Source: an optimization exercise on an open RTL-to-GDS flow (aim: small area, a short achievable clock period and few clock cycles). Production flows keep margins and buffers that such runs may drop.
Where RTL was checked, it was by simulation tests only, not by an equivalence proof against the original.
Only the layout flow was run in runs 3 and 6; the RTL was not checked for function there.

### flow/config.mk
export PLATFORM = sky130hd
export DESIGN_NAME = signed_binary_to_decimal_ascii_top
export DESIGN_NICKNAME = signed_binary_to_decimal_ascii_top
export VERILOG_FILES = /design/flow/design.v
export SDC_FILE = /design/flow/constraint.sdc
export NUM_CORES = 4
export LEC_CHECK = 0
export ABC_AREA = 1
export CAP_MARGIN = 20
export CORE_MARGIN = 2
export CORE_UTILIZATION = 40
export CTS_BUF_LIST = sky130_fd_sc_hd__clkbuf_8
export CTS_CLUSTER_DIAMETER = 100
export CTS_CLUSTER_SIZE = 40
export PLACE_DENSITY = 0.75
export SETUP_SLACK_MARGIN = 1.65
export SLEW_MARGIN = 20
### flow/design.v
package sbda_pkg;
	localparam int VALUE_WIDTH_DEF = 32;
	localparam int BITS_PER_STAGE = 4;
	localparam int ND = 10;
	localparam int BW = 4 * (ND - 1) + 2;
	function automatic logic [BW-1:0] dabble1(input logic [BW-1:0] b, input logic bit_in);
		logic [BW-1:0] r;
		logic          c;
		c = bit_in;
		for (int d = 0; d < ND - 1; d++) begin
			logic d3, d2, d1, d0;
			{d3, d2, d1, d0} = b[d*4 +: 4];
			r[d*4]     = c;
			r[d*4 + 1] = (!d3 && !d2 && d0) || (d2 && d1 && !d0) || (d3 && !d0);
			r[d*4 + 2] = (d3 && !d0) || (!d2 && d1) || (d1 && d0);
			r[d*4 + 3] = (d3 && d0) || (d2 && !d1 && !d0);
			c = d3 || (d2 && (d1 || d0));
		end
		r[BW-2] = c;
		r[BW-1] = b[BW-2];
		dabble1 = r;
	endfunction
endpackage
module sbda_conv #(
	parameter int VALUE_WIDTH = sbda_pkg::VALUE_WIDTH_DEF
) (
	input  logic                          clk,
	input  logic                          arst_n,
	input  logic                          up_valid,
	output logic                          up_ready,
	input  logic [VALUE_WIDTH-1:0]        value,
	output logic                          dn_valid,
	input  logic                          dn_ready,
	output logic                          dn_neg,
	output logic [sbda_pkg::BW-1:0]       dn_bcd
);
	localparam int W  = VALUE_WIDTH;
	localparam int NN = W / 4;
	localparam int CW = $clog2(NN);
	localparam int BW = sbda_pkg::BW;
	logic          neg;
	logic [NN-1:0] nib_z, nib_f, low_z, nz;
	logic [CW-1:0] k0m1;
	logic          k0_z;
	logic [NN-1:0] above, top_oh, sel;
	logic [3:0]    f_nib;
	logic          f_bo;
	logic          f_busy;    
	logic          f_wait;    
	logic [CW-1:0] f_cnt;
	assign neg = value[W-1];
	always_comb begin
		for (int j = 0; j < NN; j++) begin
			nib_z[j] = (value[j*4 +: 4] == 4'h0);
			nib_f[j] = (value[j*4 +: 4] == 4'hF);
		end
		low_z[0] = 1'b1;
		for (int j = 1; j < NN; j++) low_z[j] = low_z[j-1] & nib_z[j-1];
		for (int j = 0; j < NN; j++)
			nz[j] = neg ? (!nib_f[j] || (!nib_z[j] && (j == 0 || nib_z[j == 0 ? 0 : j-1]))) : !nib_z[j];
		above[NN-1] = 1'b0;
		for (int j = NN - 2; j >= 0; j--) above[j] = above[j+1] | nz[j+1];
		for (int j = 0; j < NN; j++) begin
			top_oh[j] = (nz[j] || j == 0) && !above[j];
			sel[j]    = f_busy ? (f_cnt == CW'(j)) : top_oh[j];
		end
		k0_z  = !above[0];
		k0m1  = '0;
		f_nib = '0;
		f_bo  = 1'b0;
		for (int j = 0; j < NN; j++) begin
			if (top_oh[j]) k0m1 = k0m1 | CW'(j - 1);
			if (sel[j]) begin
				f_nib = f_nib | value[j*4 +: 4];
				f_bo  = f_bo | !low_z[j];
			end
		end
	end
	logic          c_v, c_first, c_last, c_neg, c_bo;
	logic [3:0]    c_nib;
	logic [BW-1:0] bcd;
	logic          d_done, d_neg;
	logic          d_accept, handoff, c_free, c_free_sure;
	logic          fetch_first, fetch_next;
	assign handoff     = d_done && dn_ready;
	assign d_accept    = c_v && (!d_done || dn_ready);
	assign c_free      = !c_v || d_accept;
	assign c_free_sure = !(c_v && c_first && d_done);
	assign fetch_first = up_valid && !f_busy && !f_wait && c_free;
	assign fetch_next  = f_busy && ((f_cnt == '0) ? c_free_sure : c_free);
	logic          rdy_q, rdy_nx;
	logic          f_wait_nx, f_busy_nx, c_v_nx, c_first_nx, d_done_nx;
	logic [CW-1:0] f_cnt_nx;
	always_comb begin
		f_wait_nx  = fetch_first && k0_z;
		f_busy_nx  = fetch_first ? !k0_z : (f_busy && !(fetch_next && f_cnt == '0));
		f_cnt_nx   = fetch_first ? k0m1 : (fetch_next ? f_cnt - 1'b1 : f_cnt);
		c_v_nx     = (fetch_first || fetch_next) || (c_v && !d_accept);
		c_first_nx = (fetch_first || fetch_next) ? fetch_first : c_first;
		d_done_nx  = d_accept ? c_last : (d_done && !handoff);
		rdy_nx     = f_wait_nx || (f_busy_nx && (f_cnt_nx == '0) && !(c_v_nx && c_first_nx && d_done_nx));
	end
	assign up_ready = rdy_q;
	always_ff @(posedge clk or negedge arst_n) begin
		if (!arst_n) begin
			f_busy <= 1'b0;
			f_wait <= 1'b0;
			rdy_q  <= 1'b0;
			c_v    <= 1'b0;
			d_done <= 1'b0;
		end else begin
			rdy_q <= rdy_nx;
			if (f_wait) f_wait <= 1'b0;
			if (fetch_first) begin
				if (k0_z) f_wait <= 1'b1;
				else f_busy <= 1'b1;
			end else if (fetch_next && f_cnt == '0) begin
				f_busy <= 1'b0;
			end
			if (fetch_first || fetch_next) c_v <= 1'b1;
			else if (d_accept) c_v <= 1'b0;
			if (d_accept) d_done <= c_last;
			else if (handoff) d_done <= 1'b0;
		end
	end
	always_ff @(posedge clk) begin
		if (fetch_first) f_cnt <= k0m1;
		else if (fetch_next) f_cnt <= f_cnt - 1'b1;
		if (fetch_first || fetch_next) begin
			c_nib   <= f_nib;
			c_bo    <= f_bo;
			c_neg   <= neg;
			c_first <= fetch_first;
			c_last  <= f_busy ? (f_cnt == '0) : k0_z;
		end
	end
	logic [3:0]    mbits;
	logic [BW-1:0] b_nx, b_dd, b_fv;
	always_comb begin
		logic orb;
		orb = c_bo;
		for (int t = 0; t < 4; t++) begin
			mbits[t] = c_nib[t] ^ (c_neg & orb);
			orb = orb | c_nib[t];
		end
		b_dd = bcd;
		for (int t = 3; t >= 0; t--) b_dd = sbda_pkg::dabble1(b_dd, mbits[t]);
		b_fv = '0;
		b_fv[7:0] = (mbits >= 4'd10) ? {4'd1, mbits - 4'd10} : {4'd0, mbits};
		b_nx = c_first ? b_fv : b_dd;
	end
	always_ff @(posedge clk) begin
		if (d_accept) begin
			bcd <= b_nx;
			if (c_first) d_neg <= c_neg;
		end
	end
	assign dn_valid = d_done;
	assign dn_neg   = d_neg;
	assign dn_bcd   = bcd;
endmodule
module sbda_ser (
	input  logic                    clk,
	input  logic                    arst_n,
	input  logic                    up_valid,
	output logic                    up_ready,
	input  logic                    up_neg,
	input  logic [sbda_pkg::BW-1:0] up_bcd,
	output logic                    char_valid,
	input  logic                    char_ready,
	output logic [7:0]              character,
	output logic                    last
);
	localparam int ND = sbda_pkg::ND;
	localparam int BW = sbda_pkg::BW;
	logic          s_busy, s_neg, s_atl, s_at2;
	logic [3:0]    s_idx;
	logic [BW-1:0] s_bcd;
	logic          t_v;
	logic [3:0]    t_lo;
	logic          o_v, o_b4, o_last;
	logic [3:0]    o_lo;
	logic          emit, emit_s, fin, early, load;
	logic [3:0]    lead, dig;
	logic [4*ND-1:0] bcd_ext;
	assign emit     = (s_busy || t_v) && (!o_v || char_ready);
	assign emit_s   = emit && !t_v;
	assign fin      = emit_s && s_atl;
	assign early    = emit_s && s_at2;
	assign up_ready = !s_busy || fin || early;
	assign load     = up_valid && up_ready;
	always_comb begin
		lead = 4'd0;
		for (int d = 0; d < ND - 1; d++) if (up_bcd[d*4 +: 4] != 4'd0) lead = 4'(d);
		if (up_bcd[BW-1:BW-2] != 2'd0) lead = 4'(ND - 1);
		bcd_ext = {2'b00, s_bcd};
		dig = bcd_ext[s_idx*4 +: 4];
	end
	always_ff @(posedge clk or negedge arst_n) begin
		if (!arst_n) begin
			s_busy <= 1'b0;
			t_v    <= 1'b0;
			o_v    <= 1'b0;
		end else begin
			if (load) s_busy <= 1'b1;
			else if (fin) s_busy <= 1'b0;
			if (load && early) t_v <= 1'b1;
			else if (emit) t_v <= 1'b0;
			if (emit) o_v <= 1'b1;
			else if (char_ready) o_v <= 1'b0;
		end
	end
	always_ff @(posedge clk) begin
		if (emit) begin
			o_b4   <= t_v || !s_neg;
			o_lo   <= t_v ? t_lo : (s_neg ? 4'hD : dig);
			o_last <= t_v || s_atl;
		end
		if (load && early) t_lo <= s_bcd[3:0];
		if (load) begin
			s_neg <= up_neg;
			s_idx <= lead;
			s_bcd <= up_bcd;
			s_atl <= !up_neg && (lead == 4'd0);
			s_at2 <= up_neg ? (lead == 4'd0) : (lead == 4'd1);
		end else if (emit_s) begin
			if (s_neg) begin
				s_neg <= 1'b0;
				s_atl <= (s_idx == 4'd0);
				s_at2 <= (s_idx == 4'd1);
			end else begin
				s_idx <= s_idx - 1'b1;
				s_atl <= (s_idx == 4'd1);
				s_at2 <= (s_idx == 4'd2);
			end
		end
	end
	assign char_valid = o_v;
	assign character  = {3'b001, o_b4, o_lo};
	assign last       = o_last;
endmodule
module signed_binary_to_decimal_ascii_top #(
	parameter int VALUE_WIDTH = sbda_pkg::VALUE_WIDTH_DEF
) (
	input  logic                          clk,
	input  logic                          arst_n,
	input  logic                          value_valid,
	output logic                          value_ready,
	input  logic signed [VALUE_WIDTH-1:0] value,
	output logic                          char_valid,
	input  logic                          char_ready,
	output logic [7:0]                    character,
	output logic                          last
);
	logic                    cv_valid;
	logic                    cv_ready;
	logic                    cv_neg;
	logic [sbda_pkg::BW-1:0] cv_bcd;
	sbda_conv #(
		.VALUE_WIDTH(VALUE_WIDTH)
	) u_conv (
		.clk      (clk),
		.arst_n   (arst_n),
		.up_valid (value_valid),
		.up_ready (value_ready),
		.value    (value),
		.dn_valid (cv_valid),
		.dn_ready (cv_ready),
		.dn_neg   (cv_neg),
		.dn_bcd   (cv_bcd)
	);
	sbda_ser u_ser (
		.clk        (clk),
		.arst_n     (arst_n),
		.up_valid   (cv_valid),
		.up_ready   (cv_ready),
		.up_neg     (cv_neg),
		.up_bcd     (cv_bcd),
		.char_valid (char_valid),
		.char_ready (char_ready),
		.character  (character),
		.last       (last)
	);
endmodule
### flow/flow/run.sh
#!/bin/bash
# Standard layout, with the port buffers made from buf_4 cells instead of the default pick.
bash standard.sh BUFFER_PORTS_ARGS="-buffer_cell sky130_fd_sc_hd__buf_4" finish > standard.log 2>&1
### flow/constraint.sdc
create_clock -name core_clock -period 4.0 [get_ports {clk}]
set_input_delay 0.8000 -clock core_clock [delete_from_list [all_inputs] [get_ports {clk}]]
set_output_delay 0.8000 -clock core_clock [all_outputs]
set_load 0.01 [all_outputs]
### flow/standard.sh
#!/bin/bash
# synth_recipe.tcl (not shown) runs the flow's synth.tcl, then flattens the netlist and writes it again
# the make line also repeats each setting of config.mk as NAME=value (left out here)
make -C /OpenROAD-flow-scripts/flow DESIGN_CONFIG=/design/flow/config.mk WORK_HOME=/design/flow/orfs CLKGATE_MAP_FILE= SYNTH_SCRIPT=/design/flow/synth_recipe.tcl "${@:-finish}"
==> summary.md, run 1 <==
| Metric | Value |
|---|---|
| Status | `complete, no violations` |
| Worst-Margin Slew | `798 ps` |
| Kind of critical path | `in2reg` |
| Min setup slack post-route | `1790 ps` |
| Residual DRC | `0` |
| F_max | `452 MHz` |
| Synth Register Bits | `113` |
| TNS Setup | `0 ps` |
| HP Class | `in2async` |
| Worst Path Max Fanout | `19` |
| CTS H-tree depth | `4` |
| PortBufs | `43` |
| Synth top area cells | `edfxtp_1 (38%), nand2_1 (14%), inv_1 (6.9%)` |
| Cells after synthesis | `1090` |
| Relative slew slack | `0.464` |
| Max-slew violation count | `0` |
| Final GP Congestion | `0.853` |
| Area Growth Syn to Fin | `12.8%` |
| Clk sinks | `113` |
| Num ports | `47` |
| R2R cell count | `5` |
| Total die area | `0.0210 mm²` |
| CTS clk-pin slew, worst paths | `60 ps` |
| Sequential fraction of the synthesis area | `0.417` |
| Place WS | `1180 ps` |
| Synth top area share | `0.382` |
| Layout cells sized above 1 | `0.156` |
| WP data required | `4030 ps` |
| # rows | `51` |
| Core area | `0.0195 mm²` |
| Synth Flop Type | `edfxtp_1` |
| Highest-count cells in the layout ignoring fill and taps | `nand2_1 (297), inv_1 (149), nor2_1 (137)` |
| CTS Buf Count | `17` |
| CTS Hold Bufs | `0` |
| Worst Setup End Kind | `flop` |
| Ant diodes | `0` |
| Mapped cell area | `0.00795 mm²` |
| Largest net degree at the start of global routing | `42` |
| Post-DRT Antenna Nets | `0` |
| Final period util | `0.553` |
| Worst-case clock skew | `9.88 ps` |
| Vias | `7156` |
| Vias in the first global route | `6559` |
| Total grt overflow | `0` |
| Dpl hpwl | `13.4 mm` |
| TritonCTS clock tree | `yes` |
| Minimum clock period | `2210 ps` |
| Cell taking the most area after synthesis | `edfxtp_1` |
| RSZ-0062 raised after global routing | `true` |
| Die Wd | `145 µm` |
| Commonest non-fill, non-tap cell in the layout | `nand2_1` |
| Initial antenna violation count | `0` |
| Insertion delay to the later sink of the worst-skew pair | `430 ps` |
| Global router's overall resource usage | `0.171` |
| Vias/cell | `5.03` |
| Finish-stage setup viols | `0` |
| Clock Path Buffers | `2` |
| Netlist cell types | `49` |
| First-pass GRT wire length | `30.0 mm` |
| DRC marker count from the first detailed-route iteration | `515` |
| Mean Syn Cell Area | `7.29 µm²` |
| Nets | `1189` |
| Routed WL | `17.8 mm` |
| Starting Density | `0.408` |
| Die Span Y | `145 µm` |
| Startpoint Class | `input port` |
| Final Hold Viols | `0` |
| Max Cap Viol | `0` |
| Number of synthesized flops with an enable pin | `101` |
| Pre-antenna DRT Iters | `5` |
| Clock Tree Root | `clkbuf_8` |
| Asr flop ratio synth | `0.0708` |
| Drt wl/cell | `12.5 µm` |
| WP data arrival | `2240 ps` |
| Yosys warnings | `2` |
==> flip-flops by register name (all words and copies together), names as in the netlist, 3 cells and up <==
name          count
u_conv.c_nib      4
u_ser.s_bcd      38
u_ser.t_lo        4
u_ser.s_idx       4
u_conv.bcd       38
u_conv.f_cnt      3
u_ser.o_lo        4
==> through the flow <==
stage               hold slack (ps)  utilization  std cells  instance area (µm²)
floorplan                       426            -       1091                 7980
global placement                438        0.440       1386                 8560
detailed placement              447        0.440       1386                 8560
CTS                             167        0.459       1419                 8930
global route                    163        0.460       1422                 8960
finish                          179        0.460       1422                 8960
==> kinds of logic after synthesis <==
logic type | after synthesis | synth area share
other cells | 2 | 0.000945
compound gates | 173 | 0.138
buf+inv | 181 | 0.0893
flops | 113 | 0.417
mux | 1 | 0.00126
fa+ha+maj | 9 | 0.0142
simple gates | 607 | 0.334
xor+xnor | 4 | 0.00535
==> final timing paths <==
path	startpoint	endpoint	slack [ps]
max	char_ready	u_conv.bcd[24]$_SDFFCE_PP0P_	1790
min	arst_n	u_conv.rdy_q$_DFF_PN0_	180
max reg2reg	u_ser.t_v$_DFFE_PN0P_	u_conv.bcd[24]$_SDFFCE_PP0P_	1810
min reg2reg	u_ser.s_bcd[1]$_DFFE_PP_	u_ser.t_lo[1]$_DFFE_PP_	460
max in group asynchronous	arst_n	u_ser.o_v$_DFFE_PN0P_	3690
min in group core_clock	u_ser.s_bcd[1]$_DFFE_PP_	u_ser.t_lo[1]$_DFFE_PP_	460
==> layout make-up <==
type                    instances  area, µm²
flip-flops and latches        113       3310
clock inverters                12       81.3
clock buffers                  20        275
fillers                      1863      10500
well taps                     265        332
inverters                     166        633
multi-input cells             797       3960
repair buffers                 47        353
repair inverters                2       15.0
==> Yosys cell counts (2+ instances only) <==
library cell,instances
nand2_4,3
nand4_1,13
nor2_4,3
buf_2,2
nand4_2,3
o21ai_2,16
nand2_2,10
clkbuf_1,6
a31oi_1,3
o21a_1,3
dfrtp_1,8
a21oi_1,34
inv_2,20
conb_1,2
buf_4,6
a22oi_1,8
o21ai_1,12
nor3_1,7
or2_2,3
ha_1,9
nor2_1,138
xor2_1,2
nor2_2,14
nand3_1,103
edfxtp_1,101
dfxtp_1,4
nand3_2,7
nand2_1,299
o21ai_0,58
o22ai_1,17
a21oi_2,9
inv_1,146
o22ai_2,5
==> per-layer routing <==
metal | track usage | vias to the layer above | wire length [µm]
li1 | - | 3712 | -
met1 | 0.228 | 3246 | 8470
met2 | 0.283 | 182 | 8300
met3 | 0.0333 | 16 | 871
met4 | 0.0460 | 0 | 187
met5 | 0 | - | 0
==> timing repair <==
item                                    4_1_cts  5_1_grt
hold endpoints to repair                      0        0
endpoints found under the setup margin       38       51
buffers inserted                              0        2
resized for setup                             1        4
cloned                                        1        1
==> critical path: stages <==
cell and delay [ps]:
buf_4 120, inv_4 50, nand2_4 70, a31oi_4 220, nand2_2 120, o21ai_2 360
clkinvlp_4 500
Testbench counts, summed over its fixed seeds: cycles 21,185.
==> run 2, diff against run 1 <==
--- a/flow/config.mk
+++ b/flow/config.mk
@@ -14,4 +14,4 @@
 export CTS_CLUSTER_SIZE = 40
-export PLACE_DENSITY = 0.75
 export SETUP_SLACK_MARGIN = 1.65
 export SLEW_MARGIN = 20
+export TNS_END_PERCENT = 25
==> run 2 against run 1 <==
Net effect:
- global-route usage increased by 0.57 points
- setup slack got worse by 280 ps
- clock-buffer cell count decreased by 3
- cell count about the same
- register-to-register slack got worse by 300 ps
- via count decreased by 1.5%
- synthesized cell count unchanged
- critical endpoint is now u_ser.s_bcd[19]$_DFFE_PP_
==> summary.md, run 2 <==
| Metric | Value |
|---|---|
| F_max | `401 MHz (was 452 MHz)` |
| Max Cap Viol | `0 (unchanged)` |
| Place WS | `1140 ps (was 1180 ps)` |
| FF-to-FF setup slack | `1510 ps (was 1810 ps)` |
| Fillers | `1989 (was 1863)` |
| Area Growth Syn to Fin | `12.3% (was 12.8%)` |
| RSZ-0062 raised after global routing | `true (unchanged)` |
| Cells after synthesis | `1090 (unchanged)` |
| Num ports | `47 (unchanged)` |
| WP data required | `3880 ps (was 4030 ps)` |
| CP peak stage delay | `790 ps (was 500 ps)` |
| Vias | `7051 (was 7156)` |
| Drt wl/cell | `12.8 µm (was 12.5 µm)` |
| Count leader, synth | `nand2_1 (unchanged)` |
| Synth Flop Type | `edfxtp_1 (unchanged)` |
| Synth cell count leaders | `nand2_1 (299), inv_1 (146), nor2_1 (138) (unchanged)` |
| Clk sinks | `113 (unchanged)` |
| Vias in the first global route | `6265 (was 6559)` |
| Core area | `0.0195 mm² (unchanged)` |
| TritonCTS clock tree | `yes (unchanged)` |
| CTS clk-pin slew, worst paths | `80 ps (was 60 ps)` |
| Critical-path cell list | `inv_2, a31oi_4, nand2_1, nand2_4, clkinvlp_2 (was buf_4, inv_4, nand2_4, a31oi_4, nand2_2, o21ai_2, clkinvlp_4)` |
| Clock Path Buffers | `2 (unchanged)` |
| Cell family with the largest share of critical-path delay | `buffers and inverters (unchanged)` |
| CTS Buf Count | `17 (unchanged)` |
| Total grt overflow | `0 (unchanged)` |
| Worst Path Max Fanout | `20 (was 19)` |
| Netlist cell types | `49 (unchanged)` |
| Status | `complete, no violations (unchanged)` |
| Vias/cell | `4.96 (was 5.03)` |
| Minimum clock period | `2490 ps (was 2210 ps)` |
| Largest net degree at the start of global routing | `42 (unchanged)` |
| Global router's overall resource usage | `0.176 (was 0.171)` |
| DRC marker count from the first detailed-route iteration | `491 (was 515)` |
| Crit-path slowest cell | `clkinvlp_2 (was clkinvlp_4)` |
| Finish-stage setup viols | `0 (unchanged)` |
| HP Class | `in2async (unchanged)` |
| Mean Syn Cell Area | `7.29 µm² (unchanged)` |
| Final period util | `0.623 (was 0.553)` |
| Final GP Congestion | `0.867 (was 0.853)` |
| Synth top area cells | `edfxtp_1 (38%), nand2_1 (14%), inv_1 (6.9%) (unchanged)` |
| Highest-count cells in the layout ignoring fill and taps | `nand2_1 (298), inv_1 (143), nor2_1 (138) (was nand2_1 (297), inv_1 (149), nor2_1 (137))` |
| Starting Density | `0.408 (unchanged)` |
| # rows | `51 (unchanged)` |
| Worst-Margin Slew | `952 ps (was 798 ps)` |
| Startpoint Class | `flop (was input port)` |
| Synth Register Bits | `113 (unchanged)` |
| Die Span Y | `145 µm (unchanged)` |
| Layout cells sized above 1 | `0.157 (was 0.156)` |
| Asr flop ratio synth | `0.0708 (unchanged)` |
| Pre-antenna DRT Iters | `5 (unchanged)` |
| TNS Setup | `0 ps (unchanged)` |
| CTS H-tree depth | `4 (unchanged)` |
| Worst Path Buf+Inv | `2 (was 3)` |
| Relative slew slack | `0.362 (was 0.464)` |
| Sequential fraction of the synthesis area | `0.417 (unchanged)` |
| Nets | `1188 (was 1189)` |
| PortBufs | `43 (unchanged)` |
| Mapped cell area | `0.00795 mm² (unchanged)` |
| Ant diodes | `0 (unchanged)` |
| Top flop regs | `u_conv.bcd (38), u_ser.s_bcd (38) (unchanged)` |
| Residual DRC | `0 (unchanged)` |
| Initial antenna violation count | `0 (unchanged)` |
| CTS Hold Bufs | `0 (unchanged)` |
| Yosys warnings | `2 (unchanged)` |
| Worst-case clock skew | `13.3 ps (was 9.88 ps)` |
| Insertion delay to the later sink of the worst-skew pair | `440 ps (was 430 ps)` |
| Die Wd | `145 µm (unchanged)` |
| WP data arrival | `2380 ps (was 2240 ps)` |
| Kind of critical path | `reg2reg (was in2reg)` |
| Total die area | `0.0210 mm² (unchanged)` |
| Final Hold Viols | `0 (unchanged)` |
| Routed WL | `18.3 mm (was 17.8 mm)` |
| First-pass GRT wire length | `30.2 mm (was 30.0 mm)` |
| Cell taking the most area after synthesis | `edfxtp_1 (unchanged)` |
| Dpl hpwl | `14.0 mm (was 13.4 mm)` |
| Worst Setup End Kind | `flop (unchanged)` |
| Min setup slack post-route | `1510 ps (was 1790 ps)` |
| Number of synthesized flops with an enable pin | `101 (unchanged)` |
| Clock Tree Root | `clkbuf_8 (unchanged)` |
| Post-DRT Antenna Nets | `0 (unchanged)` |
| Max-slew violation count | `0 (unchanged)` |
| Commonest non-fill, non-tap cell in the layout | `nand2_1 (unchanged)` |
| Synth top area share | `0.382 (unchanged)` |
-- run 2: cell counts after synthesis --
No cell type changed its count.
-- run 2: through the flow --
stage                     hold WS, ps  utilization  cell area [µm²]  cells
after floorplan                   426            -             7970   1091
after CTS                         140        0.458             8920   1420
after global placement            433        0.440             8560   1387
final                             168        0.458             8920   1421
after detailed placement          440        0.440             8560   1387
after global routing              144        0.458             8920   1421
-- run 2: final cells by class --
cell class	instances	area (µm²)	area share
tap	265	332	0.0372
timing repair inverter	1	5.00	0.000561
sequential	113	3310	0.371
timing repair buffer	47	353	0.0395
clock buffer	17	234	0.0262
clock inverter	15	113	0.0126
inverter	166	634	0.0711
multi-input combinational	797	3940	0.441
-- run 2: cell families (layout without fill, tap and decap cells) --
group / after synthesis / after routing / synth area share
AO/OA/AOI/OAI: 173 / 173 / 0.138
XOR/XNOR: 4 / 4 / 0.00535
adder cells (fa/ha/maj): 9 / 9 / 0.0142
buffers and inverters: 181 / 246 / 0.0893
flip-flops: 113 / 113 / 0.417
multiplexers: 1 / 1 / 0.00126
other: 2 / 3 / 0.000945
AND/OR/NAND/NOR: 607 / 607 / 0.334
-- run 2: timing repair --
| item | in CTS | in global routing |
|---|---|---|
| setup endpoints to repair | 47 | 52 |
| setup buffers | 1 | 0 |
| endpoints found under the hold margin | 0 | 0 |
| pin swaps | 0 | 0 |
| cloned | 0 | 1 |
| resized for setup | 1 | 0 |
-- run 2: final timing paths --
path                                             endpoint                     start  cells past startpoint
worst max-delay path            u_ser.s_bcd[19]$_DFFE_PP_     u_ser.t_v$_DFFE_PN0P_                      5
worst min register to register    u_ser.t_lo[2]$_DFFE_PP_  u_ser.s_bcd[2]$_DFFE_PP_                      0
min in group core_clock           u_ser.t_lo[2]$_DFFE_PP_  u_ser.s_bcd[2]$_DFFE_PP_                      0
worst min-delay path              u_conv.f_wait$_DFF_PN0_                    arst_n                      1
max in group asynchronous          u_conv.rdy_q$_DFF_PN0_                    arst_n                      1
worst max register to register  u_ser.s_bcd[19]$_DFFE_PP_     u_ser.t_v$_DFFE_PN0P_                      5
-- run 2: layer usage --
metal / GRT usage / vias to the layer above / share of wire
li1: - / 3706 / -
met1: 0.253 / 3208 / 0.51
met2: 0.276 / 128 / 0.45
met3: 0.0302 / 9 / 0.040
met4: 0.0460 / 0 / 0.0055
met5: 0 / - / 0
==> run 3, diff against run 2 <==
--- a/flow/design.v
+++ b/flow/design.v
@@ -180,3 +180,3 @@
 	logic [3:0]    t_lo;
-	logic          o_v, o_b4, o_last;
+	logic          o_v, o_last;
 	logic [3:0]    o_lo;
@@ -214,3 +214,2 @@
 		if (emit) begin
-			o_b4   <= t_v || !s_neg;
 			o_lo   <= t_v ? t_lo : (s_neg ? 4'hD : dig);
@@ -238,3 +237,3 @@
 	assign char_valid = o_v;
-	assign character  = {3'b001, o_b4, o_lo};
+	assign character  = {3'b001, o_lo != 4'hD, o_lo};
 	assign last       = o_last;
--- a/flow/config.mk
+++ b/flow/config.mk
@@ -16,2 +16 @@
 export SLEW_MARGIN = 20
-export TNS_END_PERCENT = 25
==> run 3 against run 2 <==
Net effect:
- still clean
- wire length is 1.3% lower
- clock skew is 2.6 ps higher
- synthesized cell count is 0.18% higher
- sequential share of layout area is 0.51 points lower
- first-iteration DRC count is 12% higher
- via count is 0.35% lower
- cell area is 0.46% higher
- maximum frequency is 14% higher
==> summary.md, run 3 <==
| Metric | Value |
|---|---|
| Status | `complete, no violations (unchanged)` |
| First-pass GRT wire length | `29.9 mm (was 30.2 mm)` |
| CTS H-tree depth | `3 (was 4)` |
| FF-to-FF setup slack | `1850 ps (was 1510 ps)` |
| Worst Setup End Kind | `flop (unchanged)` |
| Core area | `0.0196 mm² (was 0.0195 mm²)` |
| Sequential fraction of the synthesis area | `0.410 (was 0.417)` |
| WP data required | `4120 ps (was 3880 ps)` |
| Routed WL | `18.0 mm (was 18.3 mm)` |
| WP data arrival | `2310 ps (was 2380 ps)` |
| Yosys warnings | `2 (unchanged)` |
| Largest net degree at the start of global routing | `42 (unchanged)` |
| Total grt overflow | `0 (unchanged)` |
| Final period util | `0.547 (was 0.623)` |
| Area Growth Syn to Fin | `11.8% (was 12.3%)` |
| Final GP Congestion | `0.886 (was 0.867)` |
| Cell taking the most area after synthesis | `edfxtp_1 (unchanged)` |
| M3 GR Usage | `0.0288 (was 0.0302)` |
| Clock Tree Root | `clkbuf_8 (unchanged)` |
| Minimum clock period | `2190 ps (was 2490 ps)` |
| Num ports | `47 (unchanged)` |
| Synth cell count leaders | `nand2_1 (295), inv_1 (139), nor2_1 (125) (was nand2_1 (299), inv_1 (146), nor2_1 (138))` |
| Nets | `1186 (was 1188)` |
| Worst setup path endpoint | `u_conv.c_nib[3]$_DFFE_PP_ (was u_ser.s_bcd[19]$_DFFE_PP_)` |
| Vias/cell | `4.98 (was 4.96)` |
| Cells after synthesis | `1092 (was 1090)` |
| Drt wl/cell | `12.8 µm (about the same)` |
| Mapped cell area | `0.00802 mm² (was 0.00795 mm²)` |
| Number of synthesized flops with an enable pin | `100 (was 101)` |
| Vias | `7026 (was 7051)` |
| Place WS | `1200 ps (was 1140 ps)` |
| Starting Density | `0.409 (was 0.408)` |
| DRC marker count from the first detailed-route iteration | `550 (was 491)` |
| Kind of critical path | `in2reg (was reg2reg)` |
| Relative slew slack | `0.556 (was 0.362)` |
| CP peak stage delay | `240 ps (was 790 ps)` |
| Worst-Margin Slew | `658 ps (was 952 ps)` |
| Pre-antenna DRT Iters | `5 (unchanged)` |
| Global router's overall resource usage | `0.170 (was 0.176)` |
| Synth top area share | `0.375 (was 0.382)` |
| PortBufs | `43 (unchanged)` |
| Post-DRT Antenna Nets | `0 (unchanged)` |
| Commonest non-fill, non-tap cell in the layout | `nand2_1 (unchanged)` |
| F_max | `457 MHz (was 401 MHz)` |
| Placed instance count | `1389 (was 1387)` |
| Residual DRC | `0 (unchanged)` |
| TNS Setup | `0 ps (unchanged)` |
| Max Cap Viol | `0 (unchanged)` |
| Final Hold Viols | `0 (unchanged)` |
| Hold Worst Slack | `214 ps (was 168 ps)` |
| Worst-case clock skew | `15.9 ps (was 13.3 ps)` |
| Die Wd | `146 µm (was 145 µm)` |
| Die Span Y | `146 µm (was 145 µm)` |
| Max-slew violation count | `0 (unchanged)` |
| Finish-stage setup viols | `0 (unchanged)` |
| CTS Hold Bufs | `0 (unchanged)` |
| Total die area | `0.0212 mm² (was 0.0210 mm²)` |
| Initial antenna violation count | `0 (unchanged)` |
| R2R cell count | `10 (was 5)` |
| Worst Path Max Fanout | `5 (was 20)` |
| R2R Path Start | `u_conv.bcd[17]$_SDFFCE_PP0P_ (was u_ser.t_v$_DFFE_PN0P_)` |
| Netlist cell types | `51 (was 49)` |
| Startpoint Class | `input port (was flop)` |
| Synth Flop Type | `edfxtp_1 (unchanged)` |
| CTS clk-pin slew, worst paths | `110 ps (was 80 ps)` |
| Crit-path slowest cell | `o21ai_0 (was clkinvlp_2)` |
| Cell mode on critical path | `nand2_1` |
| Dpl hpwl | `13.7 mm (was 14.0 mm)` |
| Fillers | `1957 (was 1989)` |
| HP Class | `in2async (unchanged)` |
| R2r endpoint | `u_conv.bcd[32]$_SDFFCE_PP0P_ (was u_ser.s_bcd[19]$_DFFE_PP_)` |
| Vias in the first global route | `6395 (was 6265)` |
| Min setup slack post-route | `1810 ps (was 1510 ps)` |
| Top flop regs | `u_conv.bcd (38), u_ser.s_bcd (38) (unchanged)` |
| RSZ-0062 raised after global routing | `false (was true)` |
| TritonCTS clock tree | `yes (unchanged)` |
| # rows | `51 (unchanged)` |
| Critical-path cell list | `buf_4, nor2_1, nand2_1, nand2_1, nand2_1, nand2_1, nor2_2, nand3_1, o21ai_0, nand2_1, nand2_1, a21oi_1, nand3_1, inv_1, nand3_1 (was inv_2, a31oi_4, nand2_1, nand2_4, clkinvlp_2)` |
| Met2 GRT Util | `0.279 (was 0.276)` |
| GRT Max-Usage Layer | `met2 (unchanged)` |
| Count leader, synth | `nand2_1 (unchanged)` |
| Synth Register Bits | `112 (was 113)` |
| Clock Path Buffers | `2 (unchanged)` |
| Layout cells sized above 1 | `0.188 (was 0.157)` |
| Insertion delay to the later sink of the worst-skew pair | `380 ps (was 440 ps)` |
| Ant diodes | `0 (unchanged)` |
| Mean Syn Cell Area | `7.34 µm² (was 7.29 µm²)` |
| CP startpoint | `value[23] (was u_ser.t_v$_DFFE_PN0P_)` |
| Asr flop ratio synth | `0.0714 (was 0.0708)` |
| Highest-count cells in the layout ignoring fill and taps | `nand2_1 (292), inv_1 (135), nor2_1 (124) (was nand2_1 (298), inv_1 (143), nor2_1 (138))` |
| Routing usage on met1 | `0.236 (was 0.253)` |
| Clk sinks | `112 (was 113)` |
| Finished Layout Cells | `1411 (was 1421)` |
| Synth top area cells | `edfxtp_1 (37%), nand2_1 (14%), inv_1 (6.5%) (was edfxtp_1 (38%), nand2_1 (14%), inv_1 (6.9%))` |
| CTS Buf Count | `9 (was 17)` |
## run 3: how the worst min path moves through the flow
stage / slack (ps) / endpoint / start
5_1_grt: 190 / u_conv.f_wait$_DFF_PN0_ / arst_n
4_1_cts: 200 / u_conv.f_wait$_DFF_PN0_ / arst_n
3_5_place_dp: 460 / u_ser.s_bcd[37]$_DFFE_PP_ / u_conv.bcd[37]$_SDFFCE_PP0P_
6_report: 210 / u_conv.f_wait$_DFF_PN0_ / arst_n
2_1_floorplan: 430 / u_ser.s_bcd[37]$_DFFE_PP_ / u_conv.bcd[37]$_SDFFCE_PP0P_
3_3_place_gp: 450 / u_ser.t_lo[1]$_DFFE_PP_ / u_ser.s_bcd[1]$_DFFE_PP_
## run 3: cells by family (layout without fill, tap and decap cells)
family / after synthesis / after routing / share of synthesized area
simple gates: 608 / 608 / 0.338
fa+ha+maj: 9 / 9 / 0.0140
mux: 1 / 1 / 0.00125
xor+xnor: 4 / 4 / 0.00671
other cells: 2 / 3 / 0.000937
buf+inv: 181 / 234 / 0.0872
flops: 112 / 112 / 0.410
compound gates: 175 / 175 / 0.142
## run 3: layout make-up
type                       instances  area, µm²  share of cell area
clock inverter                     7       68.8             0.00768
timing repair inverter             1       7.51            0.000838
clock buffer                       9        124              0.0138
multi-input combinational        800       4130               0.461
sequential                       112       3280               0.366
timing repair buffer              50        375              0.0419
tap                              265        332              0.0370
inverter                         167        641              0.0715
## run 3: metal layers
metal	up-vias	wire length, µm
met5	-	0
met4	0	249
met3	21	627
met2	111	8230
met1	3197	8910
li1	3697	-
## run 3: worst max-delay path, delay by kind of cell
kind / cells / cell delay (ps)
buffers and inverters: 2 / 190
AO/OA/AOI/OAI: 2 / 360
AND/OR/NAND/NOR: 11 / 970
## run 3: timing repair
item	CTS	global route
cloned	0	1
buffers inserted	1	4
resized for setup	1	15
pin swaps	0	1
endpoints found under the setup margin	9	56
## run 3: stage by stage
| step | cell area [µm²] | utilization |
|---|---|---|
| 2_1_floorplan | 8060 | - |
| 3_3_place_gp | 8650 | 0.442 |
| 3_5_place_dp | 8650 | 0.442 |
| 4_1_cts | 8860 | 0.452 |
| 5_1_grt | 8960 | 0.458 |
| 6_report | 8960 | 0.458 |
==> run 4, diff against run 3 <==
--- a/flow/design.v
+++ b/flow/design.v
@@ -180,3 +180,3 @@
 	logic [3:0]    t_lo;
-	logic          o_v, o_last;
+	logic          o_v, o_b4, o_last;
 	logic [3:0]    o_lo;
@@ -214,2 +214,3 @@
 		if (emit) begin
+			o_b4   <= t_v || !s_neg;
 			o_lo   <= t_v ? t_lo : (s_neg ? 4'hD : dig);
@@ -237,3 +238,3 @@
 	assign char_valid = o_v;
-	assign character  = {3'b001, o_lo != 4'hD, o_lo};
+	assign character  = {3'b001, o_b4, o_lo};
 	assign last       = o_last;
--- a/flow/config.mk
+++ b/flow/config.mk
@@ -11,5 +11,5 @@
 export CORE_UTILIZATION = 40
-export CTS_BUF_LIST = sky130_fd_sc_hd__clkbuf_8
-export CTS_CLUSTER_DIAMETER = 100
-export CTS_CLUSTER_SIZE = 40
+export CTS_BUF_LIST = sky130_fd_sc_hd__clkbuf_8 sky130_fd_sc_hd__clkbuf_4
+export CTS_CLUSTER_DIAMETER = 60
+export CTS_CLUSTER_SIZE = 25
 export SETUP_SLACK_MARGIN = 1.65
==> run 4 against run 3 <==
Net effect:
- still clean on timing, DRC and antenna
- register-to-register slack improved by 30 ps
- hold slack worse by 47 ps
- setup slack improved by 61 ps
- utilization increased by 0.43 points
- clock skew shrank 6.1 ps
==> summary.md, run 4 <==
| Metric | Value |
|---|---|
| R2R Path Start | `u_conv.bcd[16]$_SDFFCE_PP0P_ (was u_conv.bcd[17]$_SDFFCE_PP0P_)` |
| Die Span Y | `145 µm (was 146 µm)` |
| Relative slew slack | `0.393 (was 0.556)` |
| Clock Path Buffers | `2 (unchanged)` |
| Count leader, synth | `nand2_1 (unchanged)` |
| Top flop regs | `u_conv.bcd (38), u_ser.s_bcd (38) (unchanged)` |
| Final GP Congestion | `0.857 (was 0.886)` |
| F_max | `470 MHz (was 457 MHz)` |
| Routed WL | `18.0 mm (about the same)` |
| Startpoint Class | `input port (unchanged)` |
| Worst Path Max Fanout | `13 (was 5)` |
| First-pass GRT wire length | `29.8 mm (was 29.9 mm)` |
| Global router's overall resource usage | `0.175 (was 0.170)` |
| Residual DRC | `0 (unchanged)` |
| Cell family with the largest share of critical-path delay | `simple AND/OR/NAND/NOR gates (unchanged)` |
| Kind of critical path | `in2reg (unchanged)` |
| CTS clk-pin slew, worst paths | `70 ps (was 110 ps)` |
| Min setup slack post-route | `1870 ps (was 1810 ps)` |
| Netlist cell types | `49 (was 51)` |
| R2r endpoint | `u_conv.bcd[20]$_SDFFCE_PP0P_ (was u_conv.bcd[32]$_SDFFCE_PP0P_)` |
| Drt wl/cell | `12.6 µm (was 12.8 µm)` |
| Sequential fraction of the synthesis area | `0.417 (was 0.410)` |
| R2R cell count | `12 (was 10)` |
| Num ports | `47 (unchanged)` |
| Mean Syn Cell Area | `7.29 µm² (was 7.34 µm²)` |
| Critical-path cell list | `buf_4, inv_2, nand2_1, nor2_1, inv_1, nand2_2, nand3_1, nor2_2, nand3_1, nor2_2, nand2_1, o31ai_1, nand2_1, nand3_1 (was buf_4, nor2_1, nand2_1, nand2_1, nand2_1, nand2_1, nor2_2, nand3_1, o21ai_0, nand2_1, nand2_1, a21oi_1, nand3_1, inv_1, nand3_1)` |
| WP data required | `4310 ps (was 4120 ps)` |
| TNS Setup | `0 ps (unchanged)` |
| Vias/cell | `4.90 (was 4.98)` |
| Cells after synthesis | `1090 (was 1092)` |
| Total grt overflow | `0 (unchanged)` |
| CTS Buf Count | `17 (was 9)` |
| CTS Hold Bufs | `0 (unchanged)` |
| Die Wd | `145 µm (was 146 µm)` |
| Clock Tree Root | `clkbuf_8 (unchanged)` |
| Synth Flop Type | `edfxtp_1 (unchanged)` |
| Final core area utilization | `0.462 (was 0.458)` |
| CTS H-tree depth | `4 (was 3)` |
| Minimum clock period | `2130 ps (was 2190 ps)` |
| Final Hold Viols | `0 (unchanged)` |
| Pre-antenna DRT Iters | `5 (unchanged)` |
| RSZ-0062 raised after global routing | `true (was false)` |
| Worst Path Buf+Inv | `3 (was 2)` |
| Max Cap Viol | `0 (unchanged)` |
| Initial antenna violation count | `0 (unchanged)` |
| Asr flop ratio synth | `0.0708 (was 0.0714)` |
| Synth top area share | `0.382 (was 0.375)` |
| Max-slew violation count | `0 (unchanged)` |
| Starting Density | `0.408 (was 0.409)` |
| Total die area | `0.0210 mm² (was 0.0212 mm²)` |
| Clk sinks | `113 (was 112)` |
| Insertion delay to the later sink of the worst-skew pair | `440 ps (was 380 ps)` |
| Area Growth Syn to Fin | `13.1% (was 11.8%)` |
| Crit-path slowest cell | `o31ai_1 (was o21ai_0)` |
| Yosys warnings | `2 (unchanged)` |
| Finish-stage setup viols | `0 (unchanged)` |
| Commonest non-fill, non-tap cell in the layout | `nand2_1 (unchanged)` |
| Ant diodes | `0 (unchanged)` |
| Vias | `6965 (was 7026)` |
| # rows | `51 (unchanged)` |
| Nets | `1188 (was 1186)` |
| Status | `complete, no violations (unchanged)` |
| Mapped cell area | `0.00795 mm² (was 0.00802 mm²)` |
| Number of synthesized flops with an enable pin | `101 (was 100)` |
| Worst-case clock skew | `9.79 ps (was 15.9 ps)` |
| Vias in the first global route | `6233 (was 6395)` |
| Fillers | `1919 (was 1957)` |
| HP Class | `in2async (unchanged)` |
| PortBufs | `43 (unchanged)` |
| Highest-count cells in the layout ignoring fill and taps | `nand2_1 (297), inv_1 (142), nor2_1 (136) (was nand2_1 (292), inv_1 (135), nor2_1 (124))` |
| DRC marker count from the first detailed-route iteration | `498 (was 550)` |
| Core area | `0.0195 mm² (was 0.0196 mm²)` |
| CP peak stage delay | `230 ps (was 240 ps)` |
| Synth Register Bits | `113 (was 112)` |
| Hold Worst Slack | `166 ps (was 214 ps)` |
| WP data arrival | `2440 ps (was 2310 ps)` |
| FF-to-FF setup slack | `1880 ps (was 1850 ps)` |
| Post-DRT Antenna Nets | `0 (unchanged)` |
| Layout cells sized above 1 | `0.160 (was 0.188)` |
| Place WS | `1220 ps (was 1200 ps)` |
| Final period util | `0.532 (was 0.547)` |
| TritonCTS clock tree | `yes (unchanged)` |
| Worst Setup End Kind | `flop (unchanged)` |
| Synth top area cells | `edfxtp_1 (38%), nand2_1 (14%), inv_1 (6.9%) (was edfxtp_1 (37%), nand2_1 (14%), inv_1 (6.5%))` |
| Worst-Margin Slew | `902 ps (was 658 ps)` |
| Synth cell count leaders | `nand2_1 (299), inv_1 (146), nor2_1 (138) (was nand2_1 (295), inv_1 (139), nor2_1 (125))` |
| Largest net degree at the start of global routing | `42 (unchanged)` |
| Dpl hpwl | `13.6 mm (was 13.7 mm)` |
| Cell taking the most area after synthesis | `edfxtp_1 (unchanged)` |
run 4: worst max path at each step:
stage	cells past startpoint	slack [ps]	startpoint	endpoint
floorplan	6	1650	char_ready	u_conv.bcd[0]$_DFFE_PP_
CTS	6	1680	u_ser.t_v$_DFFE_PN0P_	u_ser.s_idx[0]$_DFFE_PP_
global route	14	1640	u_conv.bcd[12]$_SDFFCE_PP0P_	u_conv.bcd[13]$_SDFFCE_PP0P_
finish	14	1870	value[31]	u_conv.c_bo$_DFFE_PP_
global placement	9	1210	char_ready	u_ser.s_idx[0]$_DFFE_PP_
detailed placement	8	1220	char_ready	u_ser.s_idx[0]$_DFFE_PP_
run 4: cells by family after synthesis:
group                    after synthesis  share of synthesized area
flip-flops                           113                      0.417
other                                  2                   0.000945
XOR/XNOR                               4                    0.00535
AND/OR/NAND/NOR                      607                      0.334
multiplexers                           1                    0.00126
buffers and inverters                181                     0.0893
AO/OA/AOI/OAI                        173                      0.138
adder cells (fa/ha/maj)                9                     0.0142
run 4: final cells by class:
cell class	instances	area [µm²]	share of cell area
clock inverter	14	143	0.0159
timing repair inverter	1	7.51	0.000835
inverter	166	637	0.0709
clock buffer	18	241	0.0269
timing repair buffer	47	353	0.0393
multi-input combinational	797	3960	0.441
sequential	113	3310	0.369
tap	265	332	0.0369
run 4: timing repair:
item                                    in CTS  in global routing
resized for setup                            1                  6
endpoints found under the setup margin       8                 46
endpoints found under the hold margin        0                  0
cloned                                       0                  1
buffers inserted                             1                  0
run 4: metrics by stage:
step                cells  area, µm²
global route         1421       8990
CTS                  1420       8960
global placement     1387       8570
finish               1421       8990
detailed placement   1387       8570
floorplan            1091       7980
run 4: routing by layer:
layer / track usage / vias to the layer above / share of wire
met5: 0 / - / 0
met3: 0.0352 / 15 / 0.035
met2: 0.266 / 114 / 0.44
met4: 0.0500 / 0 / 0.0087
met1: 0.252 / 3132 / 0.51
li1: - / 3704 / -
Testbench counts of run 4, summed over its fixed seeds: cycles 21,185.
==> run 5, diff against run 4 <==
==> flow/flow/run.sh (replaced) <==
#!/bin/bash
# Standard layout, with the port buffering done by flow/ports.tcl (buf_2 on inputs, buf_1 on
# outputs) just before global placement instead of ORFS's own buffer_ports call.
bash standard.sh DONT_BUFFER_PORTS=1 PRE_GLOBAL_PLACE_TCL="$PWD/flow/ports.tcl" finish > standard.log 2>&1
==> flow/flow/ports.tcl (new file) <==
# Port buffers: buf_2 on the inputs, buf_1 on the outputs (each port gets one buffer).
buffer_ports -inputs -buffer_cell sky130_fd_sc_hd__buf_2
buffer_ports -outputs -buffer_cell sky130_fd_sc_hd__buf_1
--- a/flow/config.mk
+++ b/flow/config.mk
@@ -11,5 +11,5 @@
 export CORE_UTILIZATION = 40
-export CTS_BUF_LIST = sky130_fd_sc_hd__clkbuf_8 sky130_fd_sc_hd__clkbuf_4
-export CTS_CLUSTER_DIAMETER = 60
-export CTS_CLUSTER_SIZE = 25
+export CTS_BUF_LIST = sky130_fd_sc_hd__clkbuf_8
+export CTS_CLUSTER_DIAMETER = 100
+export CTS_CLUSTER_SIZE = 40
 export SETUP_SLACK_MARGIN = 1.65
==> run 5 against run 4 <==
Net effect:
- still clean
- global-route usage is 0.10 points lower
- synthesized cell count stayed put
- die area stayed put
- critical path type is now reg2reg
==> summary.md, run 5 <==
| Metric | Value |
|---|---|
| Cell mode on critical path | `nand2_1` |
| WP data required | `4180 ps (was 4310 ps)` |
| Yosys warnings | `2 (unchanged)` |
| Initial antenna violation count | `0 (unchanged)` |
| Placed instance count | `1343 (was 1387)` |
| RSZ-0062 raised after global routing | `true (unchanged)` |
| Vias/cell | `5.01 (was 4.90)` |
| Critical-path cell list | `inv_2, nand2_1, a21oi_2, inv_2, o21ai_2, nand2_1, nor2_1, nand2_1, nand2_1, inv_1, nand3_1, nand3_1, nand2_1, inv_1 (was buf_4, inv_2, nand2_1, nor2_1, inv_1, nand2_2, nand3_1, nor2_2, nand3_1, nor2_2, nand2_1, o31ai_1, nand2_1, nand3_1)` |
| Cell family with the largest share of critical-path delay | `simple AND/OR/NAND/NOR gates (unchanged)` |
| CTS Hold Bufs | `0 (unchanged)` |
| Routed WL | `18.2 mm (was 18.0 mm)` |
| CTS clk-pin slew, worst paths | `80 ps (was 70 ps)` |
| Sequential fraction of the synthesis area | `0.417 (unchanged)` |
| Starting Density | `0.408 (unchanged)` |
| Die Wd | `145 µm (unchanged)` |
| Total die area | `0.0210 mm² (unchanged)` |
| Count leader, synth | `nand2_1 (unchanged)` |
| Worst-Margin Slew | `901 ps (was 902 ps)` |
| Highest-count cells in the layout ignoring fill and taps | `nand2_1 (297), inv_1 (143), nor2_1 (138) (was nand2_1 (297), inv_1 (142), nor2_1 (136))` |
| Nets | `1150 (was 1188)` |
| Fillers | `1979 (was 1919)` |
| Final Hold Viols | `0 (unchanged)` |
| Ant diodes | `0 (unchanged)` |
| Global router's overall resource usage | `0.174 (was 0.175)` |
| Synth Flop Type | `edfxtp_1 (unchanged)` |
| # rows | `51 (unchanged)` |
| Total grt overflow | `0 (unchanged)` |
| Final period util | `0.544 (was 0.532)` |
| Status | `complete, no violations (unchanged)` |
| CTS H-tree depth | `4 (unchanged)` |
| Worst Setup End Kind | `flop (unchanged)` |
| WP data arrival | `2360 ps (was 2440 ps)` |
| Dpl hpwl | `13.7 mm (was 13.6 mm)` |
| Die Span Y | `145 µm (unchanged)` |
| Max-slew violation count | `0 (unchanged)` |
| F_max | `460 MHz (was 470 MHz)` |
| Mean Syn Cell Area | `7.29 µm² (unchanged)` |
| Clock Tree Root | `clkbuf_8 (unchanged)` |
| Synth top area share | `0.382 (unchanged)` |
| Finished Layout Cells | `1383 (was 1421)` |
| Hold Worst Slack | `60.3 ps (was 166 ps)` |
| Layout cells sized above 1 | `0.131 (was 0.160)` |
| Startpoint Class | `flop (was input port)` |
| Worst Path Max Fanout | `5 (was 13)` |
| Cell taking the most area after synthesis | `edfxtp_1 (unchanged)` |
| Finish-stage setup viols | `0 (unchanged)` |
| Synth Register Bits | `113 (unchanged)` |
| Worst-case clock skew | `13.1 ps (was 9.79 ps)` |
| DRC marker count from the first detailed-route iteration | `472 (was 498)` |
| Number of synthesized flops with an enable pin | `101 (unchanged)` |
| Mapped cell area | `0.00795 mm² (unchanged)` |
| Synth top area cells | `edfxtp_1 (38%), nand2_1 (14%), inv_1 (6.9%) (unchanged)` |
| Post-DRT Antenna Nets | `0 (unchanged)` |
| HP Class | `in2async (unchanged)` |
| Core area | `0.0195 mm² (unchanged)` |
| Pre-antenna DRT Iters | `5 (unchanged)` |
| Top flop regs | `u_conv.bcd (38), u_ser.s_bcd (38) (unchanged)` |
| Worst Path Buf+Inv | `4 (was 3)` |
| Relative slew slack | `0.394 (was 0.393)` |
| Synth cell count leaders | `nand2_1 (299), inv_1 (146), nor2_1 (138) (unchanged)` |
| CTS Buf Count | `17 (unchanged)` |
| Asr flop ratio synth | `0.0708 (unchanged)` |
| CP peak stage delay | `430 ps (was 230 ps)` |
| Cells after synthesis | `1090 (unchanged)` |
| Num ports | `47 (unchanged)` |
| Crit-path slowest cell | `edfxtp_1 (was o31ai_1)` |
| Final GP Congestion | `0.869 (was 0.857)` |
| Netlist cell types | `49 (unchanged)` |
| Vias in the first global route | `6206 (was 6233)` |
| Clk sinks | `113 (unchanged)` |
| Drt wl/cell | `13.1 µm (was 12.6 µm)` |
| Commonest non-fill, non-tap cell in the layout | `nand2_1 (unchanged)` |
| TNS Setup | `0 ps (unchanged)` |
| Minimum clock period | `2180 ps (was 2130 ps)` |
| Clock Path Buffers | `2 (unchanged)` |
| TritonCTS clock tree | `yes (unchanged)` |
| Residual DRC | `0 (unchanged)` |
| Max Cap Viol | `0 (unchanged)` |
| Kind of critical path | `reg2reg (was in2reg)` |
| PortBufs | `43 (unchanged)` |
| First-pass GRT wire length | `29.6 mm (was 29.8 mm)` |
| Vias | `6932 (was 6965)` |
| Area Growth Syn to Fin | `9.70% (was 13.1%)` |
| Insertion delay to the later sink of the worst-skew pair | `420 ps (was 440 ps)` |
| Largest net degree at the start of global routing | `42 (unchanged)` |
[run 5: cell counts after synthesis]
No cell type changed its count.
[run 5: worst register-to-register path: cells and delay by family (launching register included)]
family / cells / cell delay, ps
DFF: 1 / 430
buffers and inverters: 4 / 300
and+or+nand+nor: 8 / 790
AOI/OAI and AO/OA: 2 / 430
[run 5: path summary, 6_finish.rpt]
| check | startpoint | to | slack, ps | cells after the start |
|---|---|---|---|---|
| max | u_conv.bcd[8]$_SDFFCE_PP0P_ | u_conv.bcd[17]$_SDFFCE_PP0P_ | 1820 | 14 |
| min reg2reg | u_ser.s_bcd[1]$_DFFE_PP_ | u_ser.t_lo[1]$_DFFE_PP_ | 450 | 0 |
| min | arst_n | u_ser.t_v$_DFFE_PN0P_ | 60 | 0 |
| min in group core_clock | u_ser.s_bcd[1]$_DFFE_PP_ | u_ser.t_lo[1]$_DFFE_PP_ | 450 | 0 |
| max reg2reg | u_conv.bcd[8]$_SDFFCE_PP0P_ | u_conv.bcd[17]$_SDFFCE_PP0P_ | 1820 | 14 |
| max in group asynchronous | arst_n | u_conv.c_v$_DFFE_PN0P_ | 3860 | 0 |
[run 5: final cells by class]
class	count	area, µm²	share of cell area
Sequential cell	113	3310	0.380
Timing Repair Buffer	8	72.6	0.00832
Inverter	166	637	0.0731
Clock buffer	18	248	0.0284
Clock inverter	14	144	0.0165
Tap cell	265	332	0.0380
Timing Repair inverter	2	15.0	0.00172
Multi-Input combinational cell	797	3960	0.454
[run 5: metal layers]
metal	wire (µm)	GRT usage
met5	0	0
met4	294	0.0604
met1	9130	0.250
met3	651	0.0371
met2	8090	0.259
[run 5: through the flow]
| stage | utilization | setup slack, ps | instance area (µm²) |
|---|---|---|---|
| finish | 0.448 | 1820 | 8720 |
| global route | 0.448 | 1650 | 8720 |
| CTS | 0.444 | 1610 | 8650 |
| detailed placement | 0.423 | 1280 | 8240 |
| global placement | 0.423 | 1300 | 8240 |
| floorplan | - | 1650 | 7980 |
[run 5: kinds of logic (layout without fill, tap and decap cells)]
kind of cell,count (synthesis),count (layout),share of synthesized area
buf+inv,181,208,0.0893
mux,1,1,0.00126
flops,113,113,0.417
compound gates,173,173,0.138
other cells,2,3,0.000945
simple gates,607,607,0.334
fa+ha+maj,9,9,0.0142
xor+xnor,4,4,0.00535
[run 5: timing repair]
action,in CTS,in global routing
endpoints found under the hold margin,0,0
gates cloned,1,1
setup endpoints to repair,47,84
setup buffers,1,5
resized for setup,2,5
==> run 6, diff against run 5 <==
--- a/flow/design.v
+++ b/flow/design.v
@@ -90,15 +90,3 @@
 	assign fetch_next  = f_busy && ((f_cnt == '0) ? c_free_sure : c_free);
-	logic          rdy_q, rdy_nx;
-	logic          f_wait_nx, f_busy_nx, c_v_nx, c_first_nx, d_done_nx;
-	logic [CW-1:0] f_cnt_nx;
-	always_comb begin
-		f_wait_nx  = fetch_first && k0_z;
-		f_busy_nx  = fetch_first ? !k0_z : (f_busy && !(fetch_next && f_cnt == '0));
-		f_cnt_nx   = fetch_first ? k0m1 : (fetch_next ? f_cnt - 1'b1 : f_cnt);
-		c_v_nx     = (fetch_first || fetch_next) || (c_v && !d_accept);
-		c_first_nx = (fetch_first || fetch_next) ? fetch_first : c_first;
-		d_done_nx  = d_accept ? c_last : (d_done && !handoff);
-		rdy_nx     = f_wait_nx || (f_busy_nx && (f_cnt_nx == '0) && !(c_v_nx && c_first_nx && d_done_nx));
-	end
-	assign up_ready = rdy_q;
+	assign up_ready = f_wait || (f_busy && (f_cnt == '0) && c_free_sure);
 	always_ff @(posedge clk or negedge arst_n) begin
@@ -107,3 +95,2 @@
 			f_wait <= 1'b0;
-			rdy_q  <= 1'b0;
 			c_v    <= 1'b0;
@@ -111,3 +98,2 @@
 		end else begin
-			rdy_q <= rdy_nx;
 			if (f_wait) f_wait <= 1'b0;
==> flow/flow/run.sh (replaced) <==
#!/bin/bash
# Standard layout, with the port buffers made from buf_4 cells instead of the default pick.
bash standard.sh BUFFER_PORTS_ARGS="-buffer_cell sky130_fd_sc_hd__buf_4" finish > standard.log 2>&1
removed: flow/flow/ports.tcl
==> run 6 against run 5 <==
Net effect:
- clock skew is 2.2 ps lower
- sequential cell count down 1
- hold slack improved by 150 ps
- cell area increased by 2.5%
- cell count up 3.9%
- utilization is 1.3 points higher
- wire length is essentially flat
- die area fell by 0.81%
==> summary.md, run 6 <==
| Metric | Value |
|---|---|
| Commonest non-fill, non-tap cell in the layout | `nand2_1 (unchanged)` |
| PortBufs | `43 (unchanged)` |
| Routed WL | `18.2 mm (about the same)` |
| Largest net degree at the start of global routing | `36 (was 42)` |
| Residual DRC | `0 (unchanged)` |
| Vias | `7131 (was 6932)` |
| Total grt overflow | `0 (unchanged)` |
| WP data arrival | `1690 ps (was 2360 ps)` |
| Final period util | `0.621 (was 0.544)` |
| Pre-antenna DRT Iters | `5 (unchanged)` |
| F_max | `402 MHz (was 460 MHz)` |
| Hold Worst Slack | `208 ps (was 60.3 ps)` |
| Clk sinks | `112 (was 113)` |
| Count leader, synth | `nand2_1 (unchanged)` |
| Num ports | `47 (unchanged)` |
| Worst Path Max Fanout | `2 (was 5)` |
| # rows | `51 (unchanged)` |
| Relative slew slack | `0.442 (was 0.394)` |
| Starting Density | `0.406 (was 0.408)` |
| Startpoint Class | `flop (unchanged)` |
| Final GP Congestion | `0.812 (was 0.869)` |
| Finish-stage setup viols | `0 (unchanged)` |
| Mean Syn Cell Area | `7.11 µm² (was 7.29 µm²)` |
| First-pass GRT wire length | `30.0 mm (was 29.6 mm)` |
| CTS Buf Count | `9 (was 17)` |
| Die Span Y | `144 µm (was 145 µm)` |
| Netlist cell types | `43 (was 49)` |
| Global router's overall resource usage | `0.181 (was 0.174)` |
| Dpl hpwl | `13.7 mm (about the same)` |
| Worst Setup End Kind | `output port (was flop)` |
| Post-DRT Antenna Nets | `0 (unchanged)` |
| DRC marker count from the first detailed-route iteration | `540 (was 472)` |
| Total die area | `0.0208 mm² (was 0.0210 mm²)` |
| Die Wd | `144 µm (was 145 µm)` |
| Register Area | `0.00333 mm² (was 0.00331 mm²)` |
| Highest-count cells in the layout ignoring fill and taps | `nand2_1 (311), inv_1 (146), nor2_1 (135) (was nand2_1 (297), inv_1 (143), nor2_1 (138))` |
| CTS clk-pin slew, worst paths | `110 ps (was 80 ps)` |
| Worst-Margin Slew | `829 ps (was 901 ps)` |
| Yosys warnings | `2 (unchanged)` |
| Final Hold Viols | `0 (unchanged)` |
| Max Cap Viol | `0 (unchanged)` |
| CTS H-tree depth | `3 (was 4)` |
| Clock Path Buffers | `2 (unchanged)` |
| CTS Hold Bufs | `0 (unchanged)` |
| RSZ-0062 raised after global routing | `true (unchanged)` |
| Initial antenna violation count | `0 (unchanged)` |
| Synth top area share | `0.400 (was 0.382)` |
| Mapped cell area | `0.00788 mm² (was 0.00795 mm²)` |
| Vias in the first global route | `6338 (was 6206)` |
| Asr flop ratio synth | `0.0625 (was 0.0708)` |
| Cell taking the most area after synthesis | `edfxtp_1 (unchanged)` |
| Synth cell count leaders | `nand2_1 (314), inv_1 (154), nor2_1 (139) (was nand2_1 (299), inv_1 (146), nor2_1 (138))` |
| Fillers | `1938 (was 1979)` |
| Max-slew violation count | `0 (unchanged)` |
| Drt wl/cell | `12.6 µm (was 13.1 µm)` |
| Combined area of the multi-input logic cells | `0.00392 mm² (was 0.00396 mm²)` |
| Minimum clock period | `2490 ps (was 2180 ps)` |
| Status | `complete, no violations (unchanged)` |
| Synth Flop Type | `edfxtp_1 (unchanged)` |
| HP Class | `in2async (unchanged)` |
| Top flop regs | `u_conv.bcd (38), u_ser.s_bcd (38) (unchanged)` |
| Nets | `1212 (was 1150)` |
| WP data required | `3200 ps (was 4180 ps)` |
| Synth top area cells | `edfxtp_1 (40%), nand2_1 (15%), nand3_1 (8.1%) (was edfxtp_1 (38%), nand2_1 (14%), inv_1 (6.9%))` |
| Final core area utilization | `0.461 (was 0.448)` |
| Clock Tree Root | `clkbuf_8 (unchanged)` |
| Number of synthesized flops with an enable pin | `105 (was 101)` |
| Vias/cell | `4.96 (was 5.01)` |
| Core area | `0.0194 mm² (was 0.0195 mm²)` |
| TritonCTS clock tree | `yes (unchanged)` |
| Area Growth Syn to Fin | `13.4% (was 9.70%)` |
| TNS Setup | `0 ps (unchanged)` |
| Kind of critical path | `reg2out (was reg2reg)` |
| Synth Register Bits | `112 (was 113)` |
| Sequential fraction of the synthesis area | `0.422 (was 0.417)` |
| Cells after synthesis | `1109 (was 1090)` |
| Insertion delay to the later sink of the worst-skew pair | `390 ps (was 420 ps)` |
| Ant diodes | `0 (unchanged)` |
| Layout cells sized above 1 | `0.143 (was 0.131)` |
| Worst-case clock skew | `10.9 ps (was 13.1 ps)` |
run 6: cell count changes in the layout (fill, tap and decap cells not counted), moves of 5 or more:
cell / previous run / this run
clkbuf_8: 18 / 9
o21ai_2: 18 / 6
o21ai_0: 55 / 45
nand2_2: 10 / 15
clkinvlp_4: 9 / 4
o22ai_1: 16 / 11
a21oi_1: 34 / 46
buf_4: 7 / 61
a22oi_1: 8 / 2
nand2_1: 297 / 311
nand3_1: 103 / 127
nor3_1: 7 / 2
run 6: cells by family after synthesis:
group | share of synthesized area
other | 0.000953
AOI/OAI and AO/OA | 0.114
and+or+nand+nor | 0.350
buffers and inverters | 0.0911
muxes | 0.00143
adders and majority gates | 0.0143
xor gates and xnor gates | 0.00556
DFF | 0.422
run 6: path summary, 6_finish.rpt:
| kind | startpoint | cells after the start | to | slack, ps |
|---|---|---|---|---|
| max | u_conv.f_cnt[1]$_DFFE_PP_ | 8 | value_ready | 1510 |
| min | arst_n | 1 | u_conv.f_wait$_DFF_PN0_ | 210 |
| max reg2reg | u_ser.t_v$_DFFE_PN0P_ | 9 | u_conv.d_neg$_DFFE_PP_ | 1650 |
| min reg2reg | u_conv.bcd[37]$_SDFFCE_PP0P_ | 0 | u_ser.s_bcd[37]$_DFFE_PP_ | 470 |
| max in group asynchronous | arst_n | 1 | u_conv.d_done$_DFFE_PN0P_ | 3670 |
| min in group core_clock | u_conv.bcd[37]$_SDFFCE_PP0P_ | 0 | u_ser.s_bcd[37]$_DFFE_PP_ | 470 |
run 6: final cells by class:
class	count	share of cell area
clock buffer	9	0.0139
clock inverter	7	0.0113
inverter	169	0.0735
multi-input combinational	812	0.439
sequential	112	0.372
tap	265	0.0371
timing repair buffer	62	0.0525
timing repair inverter	1	0.000840
run 6: per-stage QoR:
step	std cells	worst slack (ps)	instance area, µm²
5_1_grt	1437	1420	8940
4_1_cts	1426	1480	8800
3_3_place_gp	1403	1090	8510
3_5_place_dp	1403	1080	8510
6_report	1437	1510	8940
2_1_floorplan	1110	1590	7930
run 6: timing repair:
action	4_1_cts	5_1_grt
endpoints found under the setup margin	42	62
cloned	1	0
pin swaps	0	3
resized for setup	7	13
buffers inserted	6	11
run 6: metal layers:
layer	global-route usage	vias up	routed length, µm
li1	-	3752	-
met1	0.265	3239	9210
met2	0.283	124	8120
met3	0.0242	16	656
met4	0.0470	0	179
met5	0	-	0
run 6: critical path, stage by stage (launching register included):
cell and delay (ps):
edfxtp_1 420, inv_2 100, ha_4 140, inv_4 40, nor2_4 100, nand2_2 80, a31oi_4 180, or2_4 150
buf_6 100

==> static timing again, ports no longer ideal <==
No port has a modelled driver above. Below, the same layouts with a new extraction and two added sets of constraints.
Step 1 sets driving cells, clkbuf_16 on the clock port and buf_2 on the other inputs (assumed; they add their load-dependent delay and slew).
Step 2 adds t to the input delays and takes it off the output delays; t is the mean of the earliest and latest rising clock arrival at the registers after step 1. Input paths then give back, and output paths get back, about the clock's delay inside the block.
Three values: ideal, step 1, step 2; two values: the first two.
run	t (ns)	setup slack, ns	worst setup path at the end
run 1	0.461	1.789 / 1.801 / 1.340	input to register
run 2	0.468	1.507 / 1.507 / 1.082	input to register
run 3	0.409	1.812 / 1.819 / 1.410	input to register
run 4	0.476	1.873 / 1.879 / 1.415	input to register
run 5	0.460	1.824 / 1.824 / 1.381	input to register
run 6	0.424	1.515 / 1.472 / 1.233	input to register
After both steps every run listed still meets setup and hold. For run 4, which loses most, drivers alone change the setup slack by +0.006 ns; drivers and shift together by -0.458 ns.
